What follows belongs to an exercise in optimizing a design on an open flow for a short achievable clock period and few clock cycles; a production flow would make more cautious choices. Where RTL was checked, it was by simulation tests only, not by an equivalence proof against the original. The RTL of run 3 was laid out without a check of its function. In every run shown here, the design's own scripts or RTL, not TritonCTS, make the clock network. The clock input has no modelled driver; a real chip could not lean on it and would need a root buffer or a full tree. Power and IR drop assume default switching activity.

[flow/config.mk]
export PLATFORM = sky130hd
export DESIGN_NAME = round_robin_task_scheduler
export DESIGN_NICKNAME = round_robin_task_scheduler
export VERILOG_FILES = /design/flow/design.v
export SDC_FILE = /design/flow/constraint.sdc
export NUM_CORES = 4
export LEC_CHECK = 0
export ABC_CLOCK_PERIOD_IN_PS = 2000
export CAP_MARGIN = 20
export CORE_MARGIN = 2
export CORE_UTILIZATION = 40
export SETUP_SLACK_MARGIN = 5
export SLEW_MARGIN = 20
[flow/constraint.sdc]
create_clock -name core_clock -period 8.0 [get_ports {i_clk}]
set_input_delay 1.6000 -clock core_clock [delete_from_list [all_inputs] [get_ports {i_clk}]]
set_output_delay 1.6000 -clock core_clock [all_outputs]
set_load 0.01 [all_outputs]
[flow/design.v]
package rrts_pkg;
    localparam int CMD_W  = 3;
    localparam int TASK_W = 4;
    localparam int BOX_W  = 2;
    localparam int MSG_W  = 16;
    localparam int CFG_W  = 5;
    localparam int D_TASKS      = 16;
    localparam int D_MAILBOXES  = 4;
    localparam int D_FIFO_DEPTH = 8;
    localparam int D_MSG_WIDTH  = 16;
    localparam logic [CMD_W-1:0] CMD_START  = 3'd0;
    localparam logic [CMD_W-1:0] CMD_TICK   = 3'd1;
    localparam logic [CMD_W-1:0] CMD_FAULT  = 3'd2;
    localparam logic [CMD_W-1:0] CMD_EXIT   = 3'd3;
    localparam logic [CMD_W-1:0] CMD_SLEEP  = 3'd4;
    localparam logic [CMD_W-1:0] CMD_WAKEUP = 3'd5;
    localparam logic [CMD_W-1:0] CMD_SEND   = 3'd6;
    localparam logic [CMD_W-1:0] CMD_RECV   = 3'd7;
    localparam logic [1:0] ST_NONE   = 2'd0;
    localparam logic [1:0] ST_ACTIVE = 2'd1;
    localparam logic [1:0] ST_SLEEP  = 2'd2;
    localparam logic [1:0] ST_EXITED = 2'd3;
    typedef struct packed {
        logic [TASK_W-1:0] next_task;
        logic              all_idle;
        logic              ret_valid;
        logic [MSG_W-1:0]  ret_message;
        logic              wake_valid;
        logic [TASK_W-1:0] wake_task;
        logic [MSG_W-1:0]  wake_message;
        logic              dropped;
        logic              recv_refused;
    } t_res;
endpackage
module rrts_ram #(
    parameter int W     = 16,
    parameter int DEPTH = 32
) (
    input  logic                                    i_clk,
    input  logic                                    i_we,
    input  logic [((DEPTH > 1) ? $clog2(DEPTH) : 1)-1:0] i_waddr,
    input  logic [W-1:0]                            i_wdata,
    input  logic                                    i_re,
    input  logic [((DEPTH > 1) ? $clog2(DEPTH) : 1)-1:0] i_raddr,
    output logic [W-1:0]                            o_rdata
);
    logic [W-1:0] r_mem [DEPTH];
    logic [W-1:0] r_rdata;
    always_ff @(posedge i_clk) begin
        if (i_we) begin
            r_mem[i_waddr] <= i_wdata;
        end
        if (i_re) begin
            r_rdata <= r_mem[i_raddr];
        end
    end
    assign o_rdata = r_rdata;
endmodule
module rrts_wrap_add #(
    parameter int W = 8
) (
    input  logic [W-1:0] i_a,
    input  logic [W-1:0] i_b,
    input  logic [W-1:0] i_lim,
    output logic [W-1:0] o_sum,
    output logic         o_ge,
    output logic [W-1:0] o_wrap
);
    logic [W-1:0] sum;
    assign sum    = i_a + i_b;
    assign o_sum  = sum;
    assign o_ge   = (sum >= i_lim);
    assign o_wrap = o_ge ? (sum - i_lim) : sum;
endmodule
module round_robin_task_scheduler #(
    parameter int TASKS      = rrts_pkg::D_TASKS,
    parameter int MAILBOXES  = rrts_pkg::D_MAILBOXES,
    parameter int FIFO_DEPTH = rrts_pkg::D_FIFO_DEPTH,
    parameter int MSG_WIDTH  = rrts_pkg::D_MSG_WIDTH
) (
    input  logic                        i_clk,
    input  logic                        i_rst_n,
    input  logic                        i_cfg_we,
    input  logic [rrts_pkg::CFG_W-1:0]  i_cfg_data,
    input  logic                        i_cmd_valid,
    output logic                        o_cmd_ready,
    input  logic [rrts_pkg::CMD_W-1:0]  i_cmd_cmd,
    input  logic [rrts_pkg::TASK_W-1:0] i_cmd_target_task,
    input  logic [rrts_pkg::BOX_W-1:0]  i_cmd_box,
    input  logic [rrts_pkg::MSG_W-1:0]  i_cmd_message,
    output logic                        o_res_valid,
    input  logic                        i_res_ready,
    output logic [rrts_pkg::TASK_W-1:0] o_res_next_task,
    output logic                        o_res_all_idle,
    output logic                        o_res_ret_valid,
    output logic [rrts_pkg::MSG_W-1:0]  o_res_ret_message,
    output logic                        o_res_wake_valid,
    output logic [rrts_pkg::TASK_W-1:0] o_res_wake_task,
    output logic [rrts_pkg::MSG_W-1:0]  o_res_wake_message,
    output logic                        o_res_dropped,
    output logic                        o_res_recv_refused
);
    localparam int NT = 16;
    localparam int NB = 4;
    localparam int FD = 8;
    localparam int MW = 16;
    localparam int RES_W = 2 * rrts_pkg::TASK_W + 2 * rrts_pkg::MSG_W + 5;
    logic r_rst_n;
    always_ff @(posedge i_clk) begin
        r_rst_n <= i_rst_n;
    end
    logic [4:0]    r_cfg;
    logic [NT-1:0] r_nmask;
    logic [NT-1:0] nmask_d;
    always_ff @(posedge i_clk) begin
        if (!i_rst_n) begin
            r_cfg <= 5'd1;
        end else if (i_cfg_we) begin
            r_cfg <= i_cfg_data;
        end
        r_nmask <= nmask_d;
    end
    always_comb begin
        for (int i = 0; i < NT; i++) begin
            nmask_d[i] = (r_cfg == 5'd0) ? (i == 0) : (5'(i) < r_cfg);
        end
    end
    logic          r_ready;
    logic          accept;
    logic          c_v, c_start, c_fse, c_wakeup;
    logic [NB-1:0] c_send, c_recv;
    logic [NT-1:0] c_tgt;
    logic [MW-1:0] c_msg;
    assign accept = i_cmd_valid && (r_inflight != 3'd5);
    always_ff @(posedge i_clk) begin
        c_v      <= i_rst_n && accept;
        c_start  <= i_rst_n && accept && (i_cmd_cmd == rrts_pkg::CMD_START);
        c_fse    <= i_rst_n && accept && ((i_cmd_cmd == rrts_pkg::CMD_FAULT) ||
                                          (i_cmd_cmd == rrts_pkg::CMD_EXIT) ||
                                          (i_cmd_cmd == rrts_pkg::CMD_SLEEP));
        c_wakeup <= i_rst_n && accept && (i_cmd_cmd == rrts_pkg::CMD_WAKEUP);
        for (int b = 0; b < NB; b++) begin
            c_send[b] <= i_rst_n && accept && (i_cmd_cmd == rrts_pkg::CMD_SEND) &&
                         (i_cmd_box == 2'(b));
            c_recv[b] <= i_rst_n && accept && (i_cmd_cmd == rrts_pkg::CMD_RECV) &&
                         (i_cmd_box == 2'(b));
        end
        for (int i = 0; i < NT; i++) c_tgt[i] <= (i_cmd_target_task == 4'(i));
        c_msg <= i_cmd_message;
    end
    logic [FD-1:0] r_occ [NB];        
    logic [MW-1:0] r_ent [NB][FD];    
    logic [NB-1:0] r_wv;              
    logic [NT-1:0] r_wt  [NB];        
    logic [NT-1:0] r_cur;             
    logic [NB-1:0] m_wake, m_drop, m_push, m_ref, m_park, m_pop;
    logic [NT-1:0] m_wt, m_set;
    logic [MW-1:0] m_head;
    logic          e_v, e_start, e_clr, e_force;
    logic [NT-1:0] e_set;
    logic [NB-1:0] e_park;
    logic          e_retv, e_wakev, e_drop, e_ref;
    logic [MW-1:0] e_retm, e_wakem;
    always_comb begin
        m_wt   = '0;
        m_head = '0;
        for (int b = 0; b < NB; b++) begin
            m_wake[b] = c_send[b] && r_wv[b];
            m_drop[b] = c_send[b] && !r_wv[b] && r_occ[b][FD-1];
            m_push[b] = c_send[b] && !r_wv[b] && !r_occ[b][FD-1];
            m_ref[b]  = c_recv[b] && r_wv[b];
            m_park[b] = c_recv[b] && !r_wv[b] && !r_occ[b][0];
            m_pop[b]  = c_recv[b] && !r_wv[b] && r_occ[b][0];
            if (m_wake[b]) m_wt = m_wt | (e_park[b] ? r_cur : r_wt[b]);
            if (m_pop[b])  m_head = m_head | r_ent[b][0];
        end
        m_set = (c_wakeup ? c_tgt : '0) | m_wt;
    end
    always_ff @(posedge i_clk) begin
        if (!r_rst_n) begin
            r_wv <= '0;
            for (int b = 0; b < NB; b++) r_occ[b] <= '0;
        end else begin
            for (int b = 0; b < NB; b++) begin
                if (m_wake[b]) r_wv[b] <= 1'b0;
                if (m_park[b]) r_wv[b] <= 1'b1;
                if (m_push[b]) r_occ[b] <= {r_occ[b][FD-2:0], 1'b1};
                if (m_pop[b])  r_occ[b] <= {1'b0, r_occ[b][FD-1:1]};
            end
        end
        for (int b = 0; b < NB; b++) begin
            for (int j = 0; j < FD; j++) begin
                if (m_pop[b]) begin
                    if (j < FD - 1) r_ent[b][j] <= r_ent[b][j+1];
                end else if (m_push[b] && !r_occ[b][j] &&
                             ((j == 0) || r_occ[b][(j == 0) ? 0 : j-1])) begin
                    r_ent[b][j] <= c_msg;
                end
            end
        end
        e_v     <= c_v;
        e_start <= c_start;
        e_force <= c_start || !i_rst_n;
        e_clr   <= c_fse || (m_park != '0);
        e_set   <= m_set;
        e_park  <= m_park;
        e_retv  <= (m_pop != '0);
        e_retm  <= m_head;
        e_wakev <= (m_wake != '0);
        e_wakem <= (m_wake != '0) ? c_msg : '0;
        e_drop  <= (m_drop != '0);
        e_ref   <= (m_ref != '0);
    end
    logic [NT-1:0] r_ap, r_apm;       
    logic [NT-1:0] r_gt;              
    logic [NT-1:0] r_lt;              
    logic [NT-1:0] nact, nap, hi, lo, phi, plo;
    logic          any_hi, any_lo, cur_live;
    logic [NT-1:0] cur_hi, cur_lo;
    always_comb begin
        if (e_start) begin
            nact = r_ap | r_nmask;
        end else begin
            nact = r_ap & ~(r_cur & {NT{e_clr}});
        end
        nap  = nact | m_set;
        hi   = r_apm & r_gt;
        lo   = r_apm & r_lt;
        phi[0] = hi[0];
        plo[0] = lo[0];
        for (int i = 1; i < NT; i++) begin
            phi[i] = phi[i-1] | hi[i];
            plo[i] = plo[i-1] | lo[i];
        end
        any_hi = phi[NT-1];
        any_lo = plo[NT-1];
        cur_hi = hi & ~{phi[NT-2:0], 1'b0};
        cur_lo = lo & ~{plo[NT-2:0], 1'b0};
        cur_live = ((r_apm & r_cur) != '0) && !e_clr;
    end
    logic          r_rv;
    logic          r_idle, r_retv, r_wakev, r_drop, r_ref;
    logic [MW-1:0] r_retm, r_wakem;
    logic [NT-1:0] r_waket;
    always_ff @(posedge i_clk) begin
        if (!r_rst_n) begin
            r_ap  <= '0;
            r_apm <= '0;
            r_rv  <= 1'b0;
        end else begin
            r_ap  <= nap;
            r_apm <= nap & nmask_d;
            r_rv  <= e_v;
        end
        if (e_force) begin
            r_cur <= 16'd1;
            r_gt  <= ~16'd1;
            r_lt  <= '0;
        end else if (e_v) begin
            if (any_hi) begin
                r_cur <= cur_hi;
                r_gt  <= {phi[NT-2:0], 1'b0};
                r_lt  <= ~phi;
            end else if (any_lo) begin
                r_cur <= cur_lo;
                r_gt  <= {plo[NT-2:0], 1'b0};
                r_lt  <= ~plo;
            end
        end
        for (int b = 0; b < NB; b++) begin
            if (e_park[b]) r_wt[b] <= r_cur;
        end
        r_idle  <= !e_start && !any_hi && !any_lo && !cur_live;
        r_retv  <= e_retv;
        r_retm  <= e_retm;
        r_wakev <= e_wakev;
        r_waket <= e_wakev ? e_set : '0;
        r_wakem <= e_wakem;
        r_drop  <= e_drop;
        r_ref   <= e_ref;
    end
    rrts_pkg::t_res w_res;
    logic [3:0]     cur_bin, wake_bin;
    always_comb begin
        cur_bin  = '0;
        wake_bin = '0;
        for (int i = 0; i < NT; i++) begin
            if (r_cur[i])   cur_bin  = cur_bin  | 4'(i);
            if (r_waket[i]) wake_bin = wake_bin | 4'(i);
        end
        w_res              = '0;
        w_res.next_task    = cur_bin;
        w_res.all_idle     = r_idle;
        w_res.ret_valid    = r_retv;
        w_res.ret_message  = r_retm;
        w_res.wake_valid   = r_wakev;
        w_res.wake_task    = wake_bin;
        w_res.wake_message = r_wakem;
        w_res.dropped      = r_drop;
        w_res.recv_refused = r_ref;
    end
    localparam int QD = 5;
    logic [RES_W-1:0] r_q [QD];
    logic [QD-1:0]    r_qwr, r_qrd;   
    logic [QD-1:0]    r_qv;           
    rrts_pkg::t_res   r_head;
    logic [2:0]       r_inflight;     
    logic [2:0]       r_qc;           
    logic             r_ovalid;       
    logic [2:0]       qc_keep, qc_next;
    logic             take;
    logic [RES_W-1:0] q_first, q_second, h_keep, h_next;
    logic [QD-1:0]    qv_keep, qv_next;
    logic [2:0]       if_0, if_a, if_t, if_at;
    logic             rdy_0, rdy_a, rdy_t, rdy_at;
    assign take = i_res_ready && r_qv[0];
    always_comb begin
        q_first  = '0;
        q_second = '0;
        for (int j = 0; j < QD; j++) begin
            if (r_qrd[j]) q_first  = q_first  | r_q[j];
            if (r_qrd[j]) q_second = q_second | r_q[(j + 1) % QD];
        end
        h_keep = r_qv[0] ? q_first : w_res;
        h_next = r_qv[1] ? q_second : w_res;
        for (int j = 0; j < QD; j++) begin
            qv_keep[j] = r_qv[j] || (r_rv && ((j == 0) || r_qv[(j == 0) ? 0 : j-1]));
            if (j < QD - 1) begin
                qv_next[j] = r_qv[(j < QD - 1) ? j+1 : j] || (r_rv && r_qv[j]);
            end else begin
                qv_next[j] = r_rv && r_qv[j];
            end
        end
        qc_keep = r_qc + 3'(r_rv);
        qc_next = r_qc + 3'(r_rv) - 3'd1;
        if_0   = r_inflight;
        if_a   = r_inflight + 3'd1;
        if_t   = r_inflight - 3'd1;
        if_at  = r_inflight;
        rdy_0  = (if_0  < 3'd5);
        rdy_a  = (if_a  < 3'd5);
        rdy_t  = (if_t  < 3'd5);
        rdy_at = (if_at < 3'd5);
    end
    always_ff @(posedge i_clk) begin
        for (int j = 0; j < QD; j++) begin
            if (r_rv && r_qwr[j]) r_q[j] <= w_res;
        end
        r_head <= i_res_ready ? h_next : h_keep;
        if (!r_rst_n) begin
            r_qwr <= 5'd1;
            r_qrd <= 5'd1;
            r_qv  <= '0;
            r_qc     <= '0;
            r_ovalid <= 1'b0;
        end else begin
            r_qc     <= take ? qc_next : qc_keep;
            r_ovalid <= take ? (qc_next != 3'd0) : (qc_keep != 3'd0);
            if (r_rv) r_qwr <= {r_qwr[QD-2:0], r_qwr[QD-1]};
            if (take) r_qrd <= {r_qrd[QD-2:0], r_qrd[QD-1]};
            r_qv <= take ? qv_next : qv_keep;
        end
        if (!i_rst_n) begin
            r_inflight <= '0;
            r_ready    <= 1'b1;
        end else begin
            case ({accept, take})
                2'b00: begin r_inflight <= if_0;  r_ready <= rdy_0;  end
                2'b10: begin r_inflight <= if_a;  r_ready <= rdy_a;  end
                2'b01: begin r_inflight <= if_t;  r_ready <= rdy_t;  end
                default: begin r_inflight <= if_at; r_ready <= rdy_at; end
            endcase
        end
    end
    assign o_cmd_ready = r_ready;
    assign o_res_valid        = r_ovalid;
    assign o_res_next_task    = r_head.next_task;
    assign o_res_all_idle     = r_head.all_idle;
    assign o_res_ret_valid    = r_head.ret_valid;
    assign o_res_ret_message  = r_head.ret_message;
    assign o_res_wake_valid   = r_head.wake_valid;
    assign o_res_wake_task    = r_head.wake_task;
    assign o_res_wake_message = r_head.wake_message;
    assign o_res_dropped      = r_head.dropped;
    assign o_res_recv_refused = r_head.recv_refused;
endmodule
[flow/flow/run.sh]
#!/bin/bash
set -euo pipefail
MARGIN=6
sed -E "s/SETUP_SLACK_MARGIN=[0-9.]+/SETUP_SLACK_MARGIN=${MARGIN}/" standard.sh > standard_tight.sh
grep -q "SETUP_SLACK_MARGIN=${MARGIN}" standard_tight.sh
export PRE_CTS_TCL="$PWD/flow/cts_hook.tcl"
bash standard_tight.sh > standard_tight.log 2>&1
[flow/flow/cts_hook.tcl]
# PRE_CTS hook: move each output port's register next to its output buffer,
# build a two-level clock tree (root buffers fed by the clock port, leaf
# buffers at register clusters) in place of ORFS's CTS, then let cts.tcl go on
# with its placement legalization and timing repair
source [file join [file dirname [info script]] mytree.tcl]
source [file join [file dirname [info script]] moveff.tcl]
move_out_flops
set clk_bterm [[ord::get_db_block] findBTerm i_clk]
set n_sinks [llength [[$clk_bterm getNet] getITerms]]
set n_leaf [expr {max(4, int(ceil($n_sinks / 10.35)))}]
mytree_build i_clk $n_leaf 4 sky130_fd_sc_hd__buf_4 sky130_fd_sc_hd__buf_16
set_propagated_clock [all_clocks]
rename clock_tree_synthesis orfs_clock_tree_synthesis
proc clock_tree_synthesis {args} {
  puts "clock_tree_synthesis skipped: the tree was built by cts_hook.tcl"
}
[flow/flow/moveff.tcl]
# move the register that drives each output port's buffer next to that buffer
proc move_out_flops {} {
  set block [ord::get_db_block]
  set die [$block getDieArea]
  set cx [expr {([$die xMin] + [$die xMax]) / 2}]
  set cy [expr {([$die yMin] + [$die yMax]) / 2}]
  set moved 0
  foreach bt [$block getBTerms] {
    if {[$bt getIoType] != "OUTPUT"} continue
    set net [$bt getNet]
    set buf ""
    foreach it [$net getITerms] { if {[$it isOutputSignal]} { set buf [$it getInst] } }
    if {$buf == ""} continue
    set in [lindex [lsearch -all -inline -not [lmap it [$buf getITerms] {expr {[$it isInputSignal] ? $it : ""}}] ""] 0]
    if {$in == ""} continue
    set n2 [$in getNet]
    if {[llength [$n2 getITerms]] != 2} continue
    set ff ""
    foreach it [$n2 getITerms] { if {[$it isOutputSignal]} { set ff [$it getInst] } }
    if {$ff == "" || ![[$ff getMaster] isSequential]} continue
    set b [$buf getBBox]
    set bx [$b xMin]; set by [$b yMin]
    # one cell width towards the die centre
    set dx [expr {$cx > $bx ? 3000 : -3000}]
    set dy [expr {$cy > $by ? 2720 : -2720}]
    if {abs($cx - $bx) > abs($cy - $by)} { set dy 0 } else { set dx 0 }
    $ff setLocation [expr {$bx + $dx}] [expr {$by + $dy}]
    incr moved
  }
  puts "move_out_flops: moved $moved registers next to their output buffers"
}
[flow/flow/mytree.tcl]
# two-level clock tree: NROOT root buffers fed by the clock port, each driving
# the leaf buffers of its part of the die; each leaf buffer drives a cluster of
# registers found by k-means on their placed locations
proc mytree_build {clk_port nleaf nroot leafcell rootcell} {
  set db [ord::get_db]
  set block [ord::get_db_block]
  set bterm [$block findBTerm $clk_port]
  set clknet [$bterm getNet]
  set sinks {}
  foreach it [$clknet getITerms] {
    set inst [$it getInst]
    set bb [$inst getBBox]
    lappend sinks [list $it [expr {([$bb xMin] + [$bb xMax]) / 2.0}] [expr {([$bb yMin] + [$bb yMax]) / 2.0}]]
  }
  set n [llength $sinks]
  # k-means, seeded along a sort by x then y
  set sorted [lsort -real -index 1 $sinks]
  set cx {}; set cy {}
  for {set k 0} {$k < $nleaf} {incr k} {
    set s [lindex $sorted [expr {int(($k + 0.5) * $n / $nleaf)}]]
    lappend cx [lindex $s 1]; lappend cy [lindex $s 2]
  }
  set cap [expr {int(ceil(1.15 * $n / $nleaf))}]
  for {set iter 0} {$iter < 25} {incr iter} {
    # balanced assignment: sinks in order of their best distance, each to the
    # nearest centre with room
    set cand {}
    set si 0
    foreach s $sinks {
      set x [lindex $s 1]; set y [lindex $s 2]
      set ds {}
      for {set k 0} {$k < $nleaf} {incr k} {
        lappend ds [list $k [expr {abs($x - [lindex $cx $k]) + abs($y - [lindex $cy $k])}]]
      }
      set ds [lsort -real -index 1 $ds]
      lappend cand [list $si [lindex $ds 0 1] $ds]
      incr si
    }
    set cand [lsort -real -index 1 $cand]
    set cnt [lrepeat $nleaf 0]
    set assign [lrepeat $n 0]
    foreach c $cand {
      foreach d [lindex $c 2] {
        set k [lindex $d 0]
        if {[lindex $cnt $k] < $cap} {
          lset cnt $k [expr {[lindex $cnt $k] + 1}]
          lset assign [lindex $c 0] $k
          break
        }
      }
    }
    set sx [lrepeat $nleaf 0.0]; set sy [lrepeat $nleaf 0.0]
    set si 0
    foreach s $sinks {
      set k [lindex $assign $si]
      lset sx $k [expr {[lindex $sx $k] + [lindex $s 1]}]
      lset sy $k [expr {[lindex $sy $k] + [lindex $s 2]}]
      incr si
    }
    for {set k 0} {$k < $nleaf} {incr k} {
      if {[lindex $cnt $k] > 0} {
        lset cx $k [expr {[lindex $sx $k] / [lindex $cnt $k]}]
        lset cy $k [expr {[lindex $sy $k] / [lindex $cnt $k]}]
      }
    }
  }
  set leafm [$db findMaster $leafcell]
  set rootm [$db findMaster $rootcell]
  # roots: split leaves by angle around the leaf centroid into nroot groups
  set mx 0.0; set my 0.0
  for {set k 0} {$k < $nleaf} {incr k} { set mx [expr {$mx + [lindex $cx $k]}]; set my [expr {$my + [lindex $cy $k]}] }
  set mx [expr {$mx / $nleaf}]; set my [expr {$my / $nleaf}]
  set angs {}
  for {set k 0} {$k < $nleaf} {incr k} {
    lappend angs [list $k [expr {atan2([lindex $cy $k] - $my, [lindex $cx $k] - $mx)}]]
  }
  set angs [lsort -real -index 1 $angs]
  set rootnets {}
  for {set r 0} {$r < $nroot} {incr r} {
    set rinst [odb::dbInst_create $block $rootm "clkroot_$r"]
    set rnet [odb::dbNet_create $block "clknet_root_$r"]
    $rnet setSigType CLOCK
    [$rinst findITerm A] connect $clknet
    [$rinst findITerm X] connect $rnet
    lappend rootnets [list $rinst $rnet]
  }
  set leafnets {}
  set gx [lrepeat $nroot 0.0]; set gy [lrepeat $nroot 0.0]; set gn [lrepeat $nroot 0]
  for {set i 0} {$i < $nleaf} {incr i} {
    set k [lindex $angs $i 0]
    set r [expr {$i * $nroot / $nleaf}]
    set linst [odb::dbInst_create $block $leafm "clkleaf_$k"]
    set lnet [odb::dbNet_create $block "clknet_leaf_$k"]
    $lnet setSigType CLOCK
    [$linst findITerm A] connect [lindex $rootnets $r 1]
    [$linst findITerm X] connect $lnet
    $linst setLocation [expr {int([lindex $cx $k])}] [expr {int([lindex $cy $k])}]
    $linst setPlacementStatus PLACED
    lappend leafnets $lnet
    lset gx $r [expr {[lindex $gx $r] + [lindex $cx $k]}]
    lset gy $r [expr {[lindex $gy $r] + [lindex $cy $k]}]
    lset gn $r [expr {[lindex $gn $r] + 1}]
    set leafidx($k) $lnet
  }
  for {set r 0} {$r < $nroot} {incr r} {
    set rinst [lindex $rootnets $r 0]
    $rinst setLocation [expr {int([lindex $gx $r] / [lindex $gn $r])}] [expr {int([lindex $gy $r] / [lindex $gn $r])}]
    $rinst setPlacementStatus PLACED
  }
  set si 0
  foreach s $sinks {
    set it [lindex $s 0]
    $it disconnect
    $it connect $leafidx([lindex $assign $si])
    incr si
  }
  puts "mytree: $n sinks, $nleaf leaves (max [tcl::mathfunc::max {*}$cnt] sinks each), $nroot roots"
}
[flow/standard.sh]
#!/bin/bash
# synth_recipe.tcl (not shown) runs the flow's synth.tcl, then flattens the netlist and writes it again
# the make line also repeats each setting of config.mk as NAME=value (left out here)
make -C /OpenROAD-flow-scripts/flow DESIGN_CONFIG=/design/flow/config.mk WORK_HOME=/design/flow/orfs CLKGATE_MAP_FILE= SYNTH_SCRIPT=/design/flow/synth_recipe.tcl "${@:-finish}"
==> results.json, run 1 <==
{
  "worst_path_largest_cell_delay_ps": 330,
  "grt_pass1_wl_um": 168000,
  "reg2reg_depth": 9,
  "cp_max_fo": 1,
  "crit_family": "flip-flops",
  "hold_end": "r_retm[3]",
  "slew_headroom_pct": 31.7,
  "dieHeight_um": 337,
  "vias_per_cell": 5.68,
  "netlist_top_cells_count": "edfxtp_1, a21o_1, dfxtp_1",
  "hold_class": "flop to flop",
  "final_nets": 3484,
  "postRouteAntennaNets": 0,
  "grt_max_degree": 94,
  "ys_ff_latch": 1161,
  "crit_path_end_kind": "output pin",
  "p_leak_nw": 19.0,
  "synth.area.top_cells": "edfxtp_1, dfxtp_1, a21o_1, clkbuf_1, a22oi_1",
  "hold_depth": 0,
  "async_flop_share_pct": 0,
  "synth_top_family_by_area": "compound AO/OA/AOI/OAI gates",
  "status": "complete, no violations",
  "fillCellCount": 9958,
  "power_frac_seq_pct": 68.2,
  "routabilityCongestion": 0.836,
  "drtIter0Drc": 2922,
  "yosys.area.top_type": "edfxtp_1",
  "synth_xor_area_share_pct": 0.119,
  "power_frac_clock_pct": 27.2,
  "arrival_ps": 900,
  "synth_fp_nets": 3391,
  "path_buf_inv": 1,
  "post-route-period-util_pct": 31.2,
  "vias": 28000,
  "hold_ws_ps": 322,
  "final_max_slew_viol_count": 0,
  "yosysWarnings": 5,
  "worst_pin_slew_ps": 1020,
  "ir_drop_mv": 0.163,
  "avgRoutedWirePerCell_um": 23.0,
  "synthCells": 3346,
  "dominantRegCellSynth": "edfxtp_1",
  "power.total_mw": 9.47,
  "yosysMostFrequentCell": "edfxtp_1",
  "cts_hold_buf": 0,
  "synth_mux_area_share_pct": 2.53,
  "cts.reportedPaths.clkPinSlew_ps": 100,
  "hold_viol_final": 0,
  "yosysSeqAreaShare_pct": 69.2,
  "synth-simple-area-share_pct": 7.95,
  "grt_pass1_vias": 26700,
  "cpMaxStageDelayCell": "dfxtp_2",
  "start_util_pct": 40.2,
  "drv_cap": 0,
  "worst_r2r_endpoint": "r_cur[10]",
  "syn2layout_area_growth_pct": 14.6,
  "drive_gt1_share_pct": 20.9,
  "synth.distinct_cells": 69,
  "grtUsageTotal_pct": 19.1,
  "drt-total-wl_um": 113000,
  "rows": 122,
  "worst_setup_path_start_kind": "flop",
  "place_hpwl_um": 62400,
  "portBuffers": 81,
  "netlist_area_um2": 44300,
  "fmax_ghz": 0.401,
  "p_switching_mw": 2.05,
  "r2r_slack_ps": 5820,
  "synth-edff-count": 737,
  "finalSetupViolCount": 0,
  "grt_antenna_before_repair": 12,
  "core_um2": 110000,
  "synth.top_cell.area_share_pct": 50.0,
  "power_frac_comb_pct": 4.6,
  "rsz0062_at_grt": "yes",
  "hp-start": "e_retm[3]",
  "critPathKind": "flop to output pin",
  "fin_tns_setup_ps": 0,
  "r2r-start": "r_apm[4]",
  "finClkSkew_ps": 86.2,
  "p_sw_share_pct": 21.6,
  "avgSynthCellArea_um2": 13.2,
  "die_area_um2": 113000,
  "ios": 82,
  "die_x_um": 337,
  "overflow": 0,
  "drc_errors": 0,
  "p_int_mw": 7.42,
  "clk_latency_ps": 450,
  "period_needed_ps": 2500,
  "synth_compound_area_share_pct": 17.1,
  "p_per_area_nw_per_um2": 187,
  "crit_chain": "buf_6",
  "synth_fa_ha_area_share_pct": 0.283,
  "crit_required_ps": 6400,
  "dr.pass1.iters": 6
}
registers in the layout, summed over array words and instances (netlist names), 15 cells and up:
signal and count:
r_q 225, r_retm 16, r_ent 512, r_occ 32, r_wt 64, e_wakem 16, e_retm 16, r_cur 16
r_wakem 16, r_nmask 16, c_msg 16, c_tgt 16, r_head 45, r_waket 15, r_ap 16, e_set 15
r_lt 16, r_apm 16
layout make-up:
class                   instances  area, µm²  area share (%)
well taps                    1488       1860            3.67
repair buffers                253       2910            5.75
flip-flops and latches       1161      30700            60.6
multi-input cells            1873      14100            27.8
diodes                          8       20.0          0.0395
inverters                      33        140           0.276
plain buffers                 117        958            1.89
per-stage QoR:
step | cells | cell area (µm²) | util, % | setup slack, ps
3_5_place_dp | 4659 | 46700 | 42.4 | 4210
3_3_place_gp | 4659 | 46700 | 42.4 | 4260
6_report | 4933 | 50700 | 46.0 | 5500
2_1_floorplan | 3346 | 45000 | - | 5270
4_1_cts | 4881 | 49600 | 45.0 | 5460
5_1_grt | 4926 | 50700 | 46.0 | 5450
logic make-up (layout without fill, tap and decap cells):
family                     count (synthesis)  after routing
AOI/OAI and AO/OA                       1021           1022
xor gates and xnor gates                   6              6
adders and majority gates                 10             10
buffers and inverters                    323            403
DFF                                     1161           1161
muxes                                    104            104
other                                      1              9
and+or+nand+nor                          720            730
layer usage:
metal / global-route usage (%) / vias to the layer above / share of wire, %
li1: - / 12800 / -
met1: 27.4 / 14100 / 45
met2: 30.9 / 911 / 46
met3: 2.37 / 191 / 6.5
met4: 4.55 / 4 / 2.6
met5: 0 / - / 0.024
timing repair:
action,in CTS,in global routing
pin swaps,53,61
gates resized for setup,440,152
cloned,20,5
endpoints found under the setup margin,1004,543
setup buffers,85,39
worst max-delay path by stage:
stage	from	cells past startpoint	endpoint	slack, ps
global route	r_ovalid	1	o_res_valid	5450
finish	r_ready	1	o_cmd_ready	5500
CTS	r_ready	1	o_cmd_ready	5460
detailed placement	i_res_ready	6	r_head[26]	4210
floorplan	i_res_ready	8	r_inflight[2]	5270
global placement	i_res_ready	6	r_head[34]	4260
layout by cell type (no fill, tap or decap), types with 37 or more instances in the layout:
master and count:
edfxtp_1 737, a21o_1 455, dfxtp_1 363, buf_4 204, nand2_1 179, nor2_1 144, and2_1 113, a22oi_1 112
a222oi_1 70, mux2_2 63, buf_6 54, dfxtp_2 48, a21oi_1 46, nand3_1 45, a31oi_1 45, mux2i_1 40
o22ai_1 37
power groups by stage:
stage	logic, mW	registers, mW	clock network [mW]
6_report	0.435	6.46	2.58
5_1_grt	0.478	6.47	2.87
4_1_cts	0.411	6.46	2.66
3_5_place_dp	0.366	6.60	0
3_3_place_gp	0.360	6.60	0
2_1_floorplan	0.265	6.56	0
Testbench counts, summed over its fixed seeds: cycles 9,707.
==> run 2: changes to the inputs <==
--- a/flow/design.v
+++ b/flow/design.v
@@ -132,5 +132,5 @@
     logic [NT-1:0] c_tgt;
     logic [MW-1:0] c_msg;
-    assign accept = i_cmd_valid && (r_inflight != 3'd5);
+    assign accept = i_cmd_valid && !r_inflight[5];
     always_ff @(posedge i_clk) begin
         c_v      <= i_rst_n && accept;
@@ -305,5 +305,5 @@
     logic [QD-1:0]    r_qv;           
     rrts_pkg::t_res   r_head;
-    logic [2:0]       r_inflight;     
+    logic [5:0]       r_inflight;     
     logic [2:0]       r_qc;           
     logic             r_ovalid;       
@@ -312,6 +312,5 @@
     logic [RES_W-1:0] q_first, q_second, h_keep, h_next;
     logic [QD-1:0]    qv_keep, qv_next;
-    logic [2:0]       if_0, if_a, if_t, if_at;
-    logic             rdy_0, rdy_a, rdy_t, rdy_at;
+    logic [5:0]       if_up, if_down;
     assign take = i_res_ready && r_qv[0];
     always_comb begin
@@ -334,12 +333,6 @@
         qc_keep = r_qc + 3'(r_rv);
         qc_next = r_qc + 3'(r_rv) - 3'd1;
-        if_0   = r_inflight;
-        if_a   = r_inflight + 3'd1;
-        if_t   = r_inflight - 3'd1;
-        if_at  = r_inflight;
-        rdy_0  = (if_0  < 3'd5);
-        rdy_a  = (if_a  < 3'd5);
-        rdy_t  = (if_t  < 3'd5);
-        rdy_at = (if_at < 3'd5);
+        if_up   = {r_inflight[4:0], 1'b0};
+        if_down = {1'b0, r_inflight[5:1]};
     end
     always_ff @(posedge i_clk) begin
@@ -362,12 +355,11 @@
         end
         if (!i_rst_n) begin
-            r_inflight <= '0;
+            r_inflight <= 6'd1;
             r_ready    <= 1'b1;
         end else begin
             case ({accept, take})
-                2'b00: begin r_inflight <= if_0;  r_ready <= rdy_0;  end
-                2'b10: begin r_inflight <= if_a;  r_ready <= rdy_a;  end
-                2'b01: begin r_inflight <= if_t;  r_ready <= rdy_t;  end
-                default: begin r_inflight <= if_at; r_ready <= rdy_at; end
+                2'b10:   begin r_inflight <= if_up;   r_ready <= !r_inflight[4]; end
+                2'b01:   begin r_inflight <= if_down; r_ready <= 1'b1;           end
+                default: begin r_inflight <= r_inflight; r_ready <= !r_inflight[5]; end
             endcase
         end
==> results.json, run 2 <==
{
  "clk_latency_ps": 450,
  "ys_ff_latch": 1164,
  "path_depth": 1,
  "vias_per_cell": 5.74,
  "die_x_um": 336,
  "ir_drop_mv": 0.200,
  "status": "complete, no violations",
  "power_frac_comb_pct": 5.2,
  "cts.reportedPaths.clkPinSlew_ps": 110,
  "core_um2": 109000,
  "dieHeight_um": 336,
  "r2r-start": "r_qrd[0]",
  "hold_class": "flop to flop",
  "postRouteAntennaNets": 0,
  "synth_fp_nets": 3315,
  "critPathKind": "flop to output pin",
  "die_area_um2": 113000,
  "crit_family": "flip-flops",
  "grtUsageTotal_pct": 18.8,
  "synthCells": 3273,
  "power_frac_seq_pct": 67.9,
  "grt_pass1_vias": 26100,
  "avgSynthCellArea_um2": 13.4,
  "crit_start": "r_head[44]",
  "yosysSeqAreaShare_pct": 69.8,
  "post-route-period-util_pct": 31.2,
  "drive_gt1_share_pct": 23.5,
  "reg_top3": "r_ent x512, r_q x225, r_wt x64",
  "ios": 82,
  "final_cell_mix": "edfxtp_1, a21o_1, dfxtp_1",
  "grt_max_degree": 101,
  "p_per_area_nw_per_um2": 186,
  "avgRoutedWirePerCell_um": 23.2,
  "reg2reg_depth": 5,
  "grt_pass1_wl_um": 165000,
  "finClkSkew_ps": 82.9,
  "hold_viol_final": 0,
  "final_common_cell": "edfxtp_1",
  "overflow": 0,
  "synth-edff-count": 737,
  "routabilityCongestion": 0.842,
  "largest_reg_flops": 512,
  "power_frac_clock_pct": 26.9,
  "hold_ws_ps": 291,
  "drv_cap": 0,
  "drt-total-wl_um": 112000,
  "netlist_area_um2": 44000,
  "crit_chain": "buf_6",
  "netlist_top_cells_count": "edfxtp_1, a21o_1, dfxtp_1",
  "synth.top_cell.area_share_pct": 50.3,
  "rows": 121,
  "start_util_pct": 40.3,
  "hp-start": "e_retm[14]",
  "worst_path_largest_cell_delay_ps": 340,
  "rsz0062_at_grt": "yes",
  "cts_hold_buf": 0,
  "final_max_slew_viol_count": 0,
  "vias": 27700,
  "yosysMostFrequentCell": "edfxtp_1",
  "period_needed_ps": 2500,
  "syn2layout_area_growth_pct": 16.7,
  "worst_setup_path_start_kind": "flop",
  "path_buf_inv": 1,
  "slew_headroom_pct": 38.9,
  "synth.distinct_cells": 66,
  "synth.area.top_cells": "edfxtp_1, dfxtp_1, a21o_1, a22oi_1, clkbuf_1",
  "finalSetupViolCount": 0,
  "final_nets": 3452,
  "dominantRegCellSynth": "edfxtp_1",
  "crit_required_ps": 6400,
  "cp_max_fo": 1,
  "arrival_ps": 900,
  "portBuffers": 81,
  "hold_depth": 0,
  "p_leak_nw": 19.1,
  "place_hpwl_um": 61800,
  "fin_tns_setup_ps": 0,
  "crit_path_end_kind": "output pin",
  "drc_errors": 0,
  "dr.pass1.iters": 11,
  "async_flop_share_pct": 0,
  "worst_pin_slew_ps": 915,
  "regMostFlops": "r_ent",
  "cpMaxStageDelayCell": "dfxtp_2",
  "p_switching_mw": 2.07,
  "p_int_mw": 7.48,
  "grt_antenna_before_repair": 11,
  "yosys.area.top_type": "edfxtp_1",
  "yosysWarnings": 5,
  "drtIter0Drc": 3089,
  "p_sw_share_pct": 21.6,
  "fmax_ghz": 0.400,
  "fillCellCount": 9582
}
run 2: power by group through the flow:
stage | combinational [mW] | clock [mW] | sequential [mW]
global placement | 0.364 | 0 | 6.63
global route | 0.536 | 2.88 | 6.49
detailed placement | 0.372 | 0 | 6.63
floorplan | 0.268 | 0 | 6.58
CTS | 0.449 | 2.66 | 6.48
finish | 0.494 | 2.57 | 6.49
run 2: worst reg2reg max path: cells and delay by family (launching register included):
family                 cells  cell delay [ps]
AND/OR/NAND/NOR            1              240
buffers and inverters      1              560
AO/OA/AOI/OAI              3              580
flip-flops                 1              710
run 2: layout make-up:
type / instances / area (µm²) / share of cell area, %
Sequential cell: 1164 / 30800 / 60.0
Multi-Input combinational cell: 1822 / 14300 / 27.9
Timing Repair Buffer: 287 / 3400 / 6.62
Tap cell: 1414 / 1770 / 3.45
Buffer: 117 / 958 / 1.87
Inverter: 18 / 75.1 / 0.146
Antenna cell: 6 / 15.0 / 0.0293
run 2: kinds of logic (layout without fill, tap and decap cells):
| kind of cell | after synthesis | in the layout | synth area share, % |
|---|---|---|---|
| DFF | 1164 | 1164 | 69.8 |
| AOI/OAI and AO/OA | 1020 | 1021 | 17.4 |
| and+or+nand+nor | 688 | 697 | 7.69 |
| buffers and inverters | 297 | 422 | 2.59 |
| muxes | 94 | 94 | 2.33 |
| adders and majority gates | 7 | 7 | 0.199 |
| xor gates and xnor gates | 2 | 2 | 0.0399 |
| other | 1 | 7 | 0.00853 |
run 2: final timing paths:
| path | end | slack (ps) |
|---|---|---|
| min | r_retm[14] | 290 |
| max | o_res_next_task[3] | 5500 |
| max reg2reg | r_head[33] | 5740 |
| min reg2reg | r_retm[14] | 290 |
run 2: timing repair:
action                     4_1_cts  5_1_grt
setup endpoints to repair     1058      438
cloned                          21        6
pin swaps                      110       93
setup buffers                  113       47
gates resized for setup        448      239
hold endpoints to repair         0        0
run 2: stage by stage:
step / instances / area, µm² / utilization [%] / setup WS (ps) / power, mW
2_1_floorplan: 3273 / 44800 / - / 5230 / 6.85
3_3_place_gp: 4517 / 46400 / 42.6 / 3880 / 7.00
3_5_place_dp: 4518 / 46400 / 42.6 / 3830 / 7.00
4_1_cts: 4769 / 49700 / 45.5 / 5450 / 9.59
5_1_grt: 4823 / 51300 / 47.1 / 5430 / 9.91
6_report: 4828 / 51300 / 47.1 / 5500 / 9.55
run 2: per-layer routing:
layer,vias to the layer above,global-route usage (%),wire length (µm)
met5,-,0,13
met4,2,3.64,2810
met3,198,2.06,6640
met2,931,31.1,52700
met1,14000,27.0,49800
li1,12600,-,-
Testbench counts of run 2, summed over its fixed seeds: cycles 9,707.
==> run 3: changes to the inputs <==
--- a/flow/design.v
+++ b/flow/design.v
@@ -105,5 +105,5 @@
     localparam int FD = 8;
     localparam int MW = 16;
-    localparam int RES_W = 2 * rrts_pkg::TASK_W + 2 * rrts_pkg::MSG_W + 5;
+    localparam int QW = 2 * rrts_pkg::TASK_W + rrts_pkg::MSG_W + 5;
     logic r_rst_n;
     always_ff @(posedge i_clk) begin
@@ -130,7 +130,7 @@
     logic          c_v, c_start, c_fse, c_wakeup;
     logic [NB-1:0] c_send, c_recv;
-    logic [NT-1:0] c_tgt;
+    logic [3:0]    c_tgt;
     logic [MW-1:0] c_msg;
-    assign accept = i_cmd_valid && !r_inflight[5];
+    assign accept = i_cmd_valid && (r_inflight != 3'd5);
     always_ff @(posedge i_clk) begin
         c_v      <= i_rst_n && accept;
@@ -146,5 +146,5 @@
                          (i_cmd_box == 2'(b));
         end
-        for (int i = 0; i < NT; i++) c_tgt[i] <= (i_cmd_target_task == 4'(i));
+        c_tgt <= i_cmd_target_task;
         c_msg <= i_cmd_message;
     end
@@ -152,5 +152,5 @@
     logic [MW-1:0] r_ent [NB][FD];    
     logic [NB-1:0] r_wv;              
-    logic [NT-1:0] r_wt  [NB];        
+    logic [3:0]    r_wt  [NB];        
     logic [NT-1:0] r_cur;             
     logic [NB-1:0] m_wake, m_drop, m_push, m_ref, m_park, m_pop;
@@ -161,5 +161,5 @@
     logic [NB-1:0] e_park;
     logic          e_retv, e_wakev, e_drop, e_ref;
-    logic [MW-1:0] e_retm, e_wakem;
+    logic [MW-1:0] e_msg;
     always_comb begin
         m_wt   = '0;
@@ -172,8 +172,8 @@
             m_park[b] = c_recv[b] && !r_wv[b] && !r_occ[b][0];
             m_pop[b]  = c_recv[b] && !r_wv[b] && r_occ[b][0];
-            if (m_wake[b]) m_wt = m_wt | (e_park[b] ? r_cur : r_wt[b]);
+            if (m_wake[b]) m_wt = m_wt | (e_park[b] ? r_cur : (16'd1 << r_wt[b]));
             if (m_pop[b])  m_head = m_head | r_ent[b][0];
         end
-        m_set = (c_wakeup ? c_tgt : '0) | m_wt;
+        m_set = (c_wakeup ? (16'd1 << c_tgt) : '0) | m_wt;
     end
     always_ff @(posedge i_clk) begin
@@ -206,7 +206,6 @@
         e_park  <= m_park;
         e_retv  <= (m_pop != '0);
-        e_retm  <= m_head;
         e_wakev <= (m_wake != '0);
-        e_wakem <= (m_wake != '0) ? c_msg : '0;
+        e_msg   <= (m_wake != '0) ? c_msg : m_head;
         e_drop  <= (m_drop != '0);
         e_ref   <= (m_ref != '0);
@@ -241,6 +240,14 @@
     logic          r_rv;
     logic          r_idle, r_retv, r_wakev, r_drop, r_ref;
-    logic [MW-1:0] r_retm, r_wakem;
-    logic [NT-1:0] r_waket;
+    logic [MW-1:0] r_msg;
+    logic [3:0]    r_waket, cur_enc, set_enc;
+    always_comb begin
+        cur_enc = '0;
+        set_enc = '0;
+        for (int i = 0; i < NT; i++) begin
+            if (r_cur[i]) cur_enc = cur_enc | 4'(i);
+            if (e_set[i]) set_enc = set_enc | 4'(i);
+        end
+    end
     always_ff @(posedge i_clk) begin
         if (!r_rst_n) begin
@@ -269,48 +276,38 @@
         end
         for (int b = 0; b < NB; b++) begin
-            if (e_park[b]) r_wt[b] <= r_cur;
+            if (e_park[b]) r_wt[b] <= cur_enc;
         end
         r_idle  <= !e_start && !any_hi && !any_lo && !cur_live;
         r_retv  <= e_retv;
-        r_retm  <= e_retm;
         r_wakev <= e_wakev;
-        r_waket <= e_wakev ? e_set : '0;
-        r_wakem <= e_wakem;
+        r_waket <= e_wakev ? set_enc : '0;
+        r_msg   <= e_msg;
         r_drop  <= e_drop;
         r_ref   <= e_ref;
     end
-    rrts_pkg::t_res w_res;
-    logic [3:0]     cur_bin, wake_bin;
+    logic [QW-1:0] w_q;
+    logic [3:0]    cur_bin;
     always_comb begin
-        cur_bin  = '0;
-        wake_bin = '0;
+        cur_bin = '0;
         for (int i = 0; i < NT; i++) begin
-            if (r_cur[i])   cur_bin  = cur_bin  | 4'(i);
-            if (r_waket[i]) wake_bin = wake_bin | 4'(i);
+            if (r_cur[i]) cur_bin = cur_bin | 4'(i);
         end
-        w_res              = '0;
-        w_res.next_task    = cur_bin;
-        w_res.all_idle     = r_idle;
-        w_res.ret_valid    = r_retv;
-        w_res.ret_message  = r_retm;
-        w_res.wake_valid   = r_wakev;
-        w_res.wake_task    = wake_bin;
-        w_res.wake_message = r_wakem;
-        w_res.dropped      = r_drop;
-        w_res.recv_refused = r_ref;
+        w_q = {cur_bin, r_idle, r_retv, r_wakev, r_waket, r_msg, r_drop, r_ref};
     end
     localparam int QD = 5;
-    logic [RES_W-1:0] r_q [QD];
+    logic [QW-1:0]    r_q [QD];
     logic [QD-1:0]    r_qwr, r_qrd;   
     logic [QD-1:0]    r_qv;           
     rrts_pkg::t_res   r_head;
-    logic [5:0]       r_inflight;     
+    logic [2:0]       r_inflight;     
     logic [2:0]       r_qc;           
     logic             r_ovalid;       
     logic [2:0]       qc_keep, qc_next;
     logic             take;
-    logic [RES_W-1:0] q_first, q_second, h_keep, h_next;
+    logic [QW-1:0]    q_first, q_second, hq_keep, hq_next;
+    rrts_pkg::t_res   h_keep, h_next;
     logic [QD-1:0]    qv_keep, qv_next;
-    logic [5:0]       if_up, if_down;
+    logic [2:0]       if_0, if_a, if_t, if_at;
+    logic             rdy_0, rdy_a, rdy_t, rdy_at;
     assign take = i_res_ready && r_qv[0];
     always_comb begin
@@ -321,6 +318,12 @@
             if (r_qrd[j]) q_second = q_second | r_q[(j + 1) % QD];
         end
-        h_keep = r_qv[0] ? q_first : w_res;
-        h_next = r_qv[1] ? q_second : w_res;
+        hq_keep = r_qv[0] ? q_first : w_q;
+        hq_next = r_qv[1] ? q_second : w_q;
+        h_keep = {hq_keep[QW-1 -: 6], hq_keep[QW-6] ? hq_keep[MW+1:2] : 16'd0,
+                  hq_keep[QW-7 -: 5], hq_keep[QW-7] ? hq_keep[MW+1:2] : 16'd0,
+                  hq_keep[1:0]};
+        h_next = {hq_next[QW-1 -: 6], hq_next[QW-6] ? hq_next[MW+1:2] : 16'd0,
+                  hq_next[QW-7 -: 5], hq_next[QW-7] ? hq_next[MW+1:2] : 16'd0,
+                  hq_next[1:0]};
         for (int j = 0; j < QD; j++) begin
             qv_keep[j] = r_qv[j] || (r_rv && ((j == 0) || r_qv[(j == 0) ? 0 : j-1]));
@@ -333,10 +336,16 @@
         qc_keep = r_qc + 3'(r_rv);
         qc_next = r_qc + 3'(r_rv) - 3'd1;
-        if_up   = {r_inflight[4:0], 1'b0};
-        if_down = {1'b0, r_inflight[5:1]};
+        if_0   = r_inflight;
+        if_a   = r_inflight + 3'd1;
+        if_t   = r_inflight - 3'd1;
+        if_at  = r_inflight;
+        rdy_0  = (if_0  < 3'd5);
+        rdy_a  = (if_a  < 3'd5);
+        rdy_t  = (if_t  < 3'd5);
+        rdy_at = (if_at < 3'd5);
     end
     always_ff @(posedge i_clk) begin
         for (int j = 0; j < QD; j++) begin
-            if (r_rv && r_qwr[j]) r_q[j] <= w_res;
+            if (r_rv && r_qwr[j]) r_q[j] <= w_q;
         end
         r_head <= i_res_ready ? h_next : h_keep;
@@ -355,11 +364,12 @@
         end
         if (!i_rst_n) begin
-            r_inflight <= 6'd1;
+            r_inflight <= '0;
             r_ready    <= 1'b1;
         end else begin
             case ({accept, take})
-                2'b10:   begin r_inflight <= if_up;   r_ready <= !r_inflight[4]; end
-                2'b01:   begin r_inflight <= if_down; r_ready <= 1'b1;           end
-                default: begin r_inflight <= r_inflight; r_ready <= !r_inflight[5]; end
+                2'b00: begin r_inflight <= if_0;  r_ready <= rdy_0;  end
+                2'b10: begin r_inflight <= if_a;  r_ready <= rdy_a;  end
+                2'b01: begin r_inflight <= if_t;  r_ready <= rdy_t;  end
+                default: begin r_inflight <= if_at; r_ready <= rdy_at; end
             endcase
         end
==> flow/flow/cts_hook.tcl (replaced) <==
# PRE_CTS hook: build a two-level clock tree (root buffers fed by the clock
# port, leaf buffers at register clusters) in place of ORFS's CTS, then let
# cts.tcl go on with its placement legalization and timing repair
source [file join [file dirname [info script]] mytree.tcl]
set clk_bterm [[ord::get_db_block] findBTerm i_clk]
set n_sinks [llength [[$clk_bterm getNet] getITerms]]
set n_leaf [expr {max(4, int(ceil($n_sinks / 18.0)))}]
mytree_build i_clk $n_leaf 4 sky130_fd_sc_hd__buf_8 sky130_fd_sc_hd__buf_16
set_propagated_clock [all_clocks]
rename clock_tree_synthesis orfs_clock_tree_synthesis
proc clock_tree_synthesis {args} {
  puts "clock_tree_synthesis skipped: the tree was built by cts_hook.tcl"
}
removed: flow/flow/moveff.tcl
==> results.json, run 3 <==
{
  "postRouteAntennaNets": 0,
  "register_area_um2": 26400,
  "die_area_um2": 100000,
  "status": "complete, no violations",
  "regMostFlops": "r_ent",
  "p_per_area_nw_per_um2": 182,
  "ir_drop_mv": 0.173,
  "fin_tns_setup_ps": 0,
  "cts.reportedPaths.clkPinSlew_ps": 100,
  "crit_path_end_kind": "flop",
  "finalSetupViolCount": 0,
  "n_antenna_cell": 0,
  "core_um2": 96900,
  "cp_max_fo": 2,
  "rsz0062_at_grt": "yes",
  "yosysSeqAreaShare_pct": 67.2,
  "synth.distinct_cells": 70,
  "p_leak_nw": 17.3,
  "grt_max_degree": 88,
  "arrival_ps": 3090,
  "place_hpwl_um": 60300,
  "final_nets": 3100,
  "vias_per_cell": 5.93,
  "post-route-period-util_pct": 34.8,
  "vias": 25700,
  "grt_antenna_before_repair": 3,
  "crit_required_ps": 8300,
  "synth.area.top_cells": "edfxtp_1, dfxtp_1, a21o_1, clkbuf_1, a22oi_1",
  "finClkSkew_ps": 60.0,
  "async_flop_share_pct": 0,
  "dieHeight_um": 317,
  "worst_setup_path_start_kind": "input port",
  "avgSynthCellArea_um2": 13.1,
  "dominantRegCellSynth": "edfxtp_1",
  "worst_pin_slew_ps": 1050,
  "drtIter0Drc": 2710,
  "hold_ws_ps": 337,
  "syn2layout_area_growth_pct": 14.4,
  "final_max_slew_viol_count": 0,
  "grt_pass1_vias": 25200,
  "hold_class": "flop to flop",
  "crit_start": "i_cmd_valid",
  "drive_gt1_share_pct": 18.3,
  "synth.top_cell.area_share_pct": 51.6,
  "grtUsageTotal_pct": 19.9,
  "avgRoutedWirePerCell_um": 23.8,
  "fin_util_pct": 46.3,
  "routabilityCongestion": 0.907,
  "r2r-start": "r_qv[0]",
  "final_common_cell": "edfxtp_1",
  "yosysWarnings": 5,
  "overflow": 0,
  "grt_pass1_wl_um": 155000,
  "placed_area_um2": 41300,
  "reg_top3": "r_ent x512, r_q x145, r_head x45",
  "netlist_area_um2": 39200,
  "netlist_top_cells_count": "edfxtp_1, a21o_1, dfxtp_1",
  "multiInputGateArea_um2": 13000,
  "start_util_pct": 40.4,
  "portBuffers": 81,
  "ys_ff_latch": 978,
  "fmax_ghz": 0.359,
  "die_x_um": 317,
  "fillCellCount": 8526,
  "drc_errors": 0,
  "period_needed_ps": 2780,
  "hp-start": "c_v",
  "synth_fp_nets": 3045,
  "dr.pass1.iters": 7,
  "clk_latency_ps": 410,
  "slew_headroom_pct": 30.1,
  "yosysMostFrequentCell": "edfxtp_1",
  "final_cell_mix": "edfxtp_1, a21o_1, dfxtp_1",
  "synth-edff-count": 673,
  "largest_reg_flops": 512,
  "drv_cap": 0,
  "rows": 114,
  "drt-total-wl_um": 103000,
  "yosys.area.top_type": "edfxtp_1",
  "critPathKind": "input port to flop",
  "fin_area_um2": 44800,
  "hold_viol_final": 0,
  "ios": 82,
  "synthCells": 3000
}
==> run 3: report_power, final <==
group	total [mW]	switching [mW]	internal, mW
clock	2.35	1.50	0.856
sequential	5.48	0.0578	5.42
combinational	0.346	0.178	0.168
total	8.18	1.73	6.44
==> run 3: area by class of cell <==
cell class,count,share of cell area [%]
flip-flops and latches,978,58.9
inverters,18,0.168
well taps,1276,3.56
multi-input cells,1742,29.0
plain buffers,59,2.09
repair buffers,256,6.28
==> run 3: cells by family after synthesis <==
logic type                 after synthesis  share of synthesized area, %
DFF                                    978                          67.2
xor gates and xnor gates                 6                         0.134
and+or+nand+nor                        616                          8.07
adders and majority gates               10                         0.319
buffers and inverters                  290                          2.88
muxes                                   27                         0.693
AOI/OAI and AO/OA                     1072                          20.7
other                                    1                       0.00957
==> run 3: timing repair <==
action / in CTS / in global routing
setup buffers: 90 / 31
gates cloned: 20 / 3
gates resized for setup: 452 / 96
setup endpoints to repair: 1040 / 417
hold buffers: 0 / 0
pin swaps: 91 / 37
==> run 3: through the flow <==
step                      setup slack [ps]  instances  total power, mW
final                                 5220       4329             8.18
after global routing                  5170       4329             8.45
after CTS                             5250       4295             8.24
after detailed placement              4120       4126             5.89
after global placement                4070       4126             5.87
after floorplan                       5000       3000             5.78
==> run 3: critical path, stage by stage <==
cell	delay, ps
buf_6	90
a21boi_4	140
buf_6	140
ha_4	150
mux2_4	260
a221o_1	350
o21ai_2	130
a21oi_1	80
nand2b_1	150
==> run 3: per-layer routing <==
metal | vias to the layer above | global-route usage (%) | part of all wire, %
li1 | 11600 | - | -
met1 | 13000 | 28.1 | 44
met2 | 923 | 32.7 | 47
met3 | 186 | 2.27 | 5.9
met4 | 2 | 5.12 | 2.9
met5 | - | 0 | 0.013
==> run 3: final timing paths <==
kind                            slack, ps      end  cells after the start
worst min-delay path                  340      e_v                      0
worst min register to register        340      e_v                      0
worst max-delay path                 5220  r_ready                      9
worst max register to register       5470  r_ready                      8

==> static timing again, ports no longer ideal <==
The flow's constraints put no driver on any port. The routed layouts listed below were extracted and timed again, unchanged, in two steps.
Step 1 sets driving cells, clkbuf_16 on the clock port and buf_2 on the other inputs (assumed; they add their load-dependent delay and slew).
Step 2 moves the port delays by t, midway between the first and last clock arrival at a register: inputs arrive t later, outputs are due t later. That takes back most of the time a late clock gives input paths.
Slacks: ideal ports / drivers / drivers and shift; pairs: ideal ports / drivers.
run	t, ns	slack for setup (ns)	hold slack, ns	clock arrival spread, ns	slew at the worst register clock pin (ns)
run 1	0.571	5.505 / 5.348 / 5.082	0.322 / 0.322 / 0.322	0.092 / 0.092	0.12 / 0.12
run 2	0.569	5.501 / 5.345 / 5.057	0.291 / 0.291 / 0.291	0.091 / 0.091	0.12 / 0.12
run 3	0.537	5.216 / 5.335 / 4.797	0.337 / 0.337 / 0.337	0.068 / 0.067	0.11 / 0.11
After both steps every run listed still meets setup and hold. The setup slack of run 2, which loses most, moves by -0.156 ns with the drivers and by -0.444 ns with both steps.
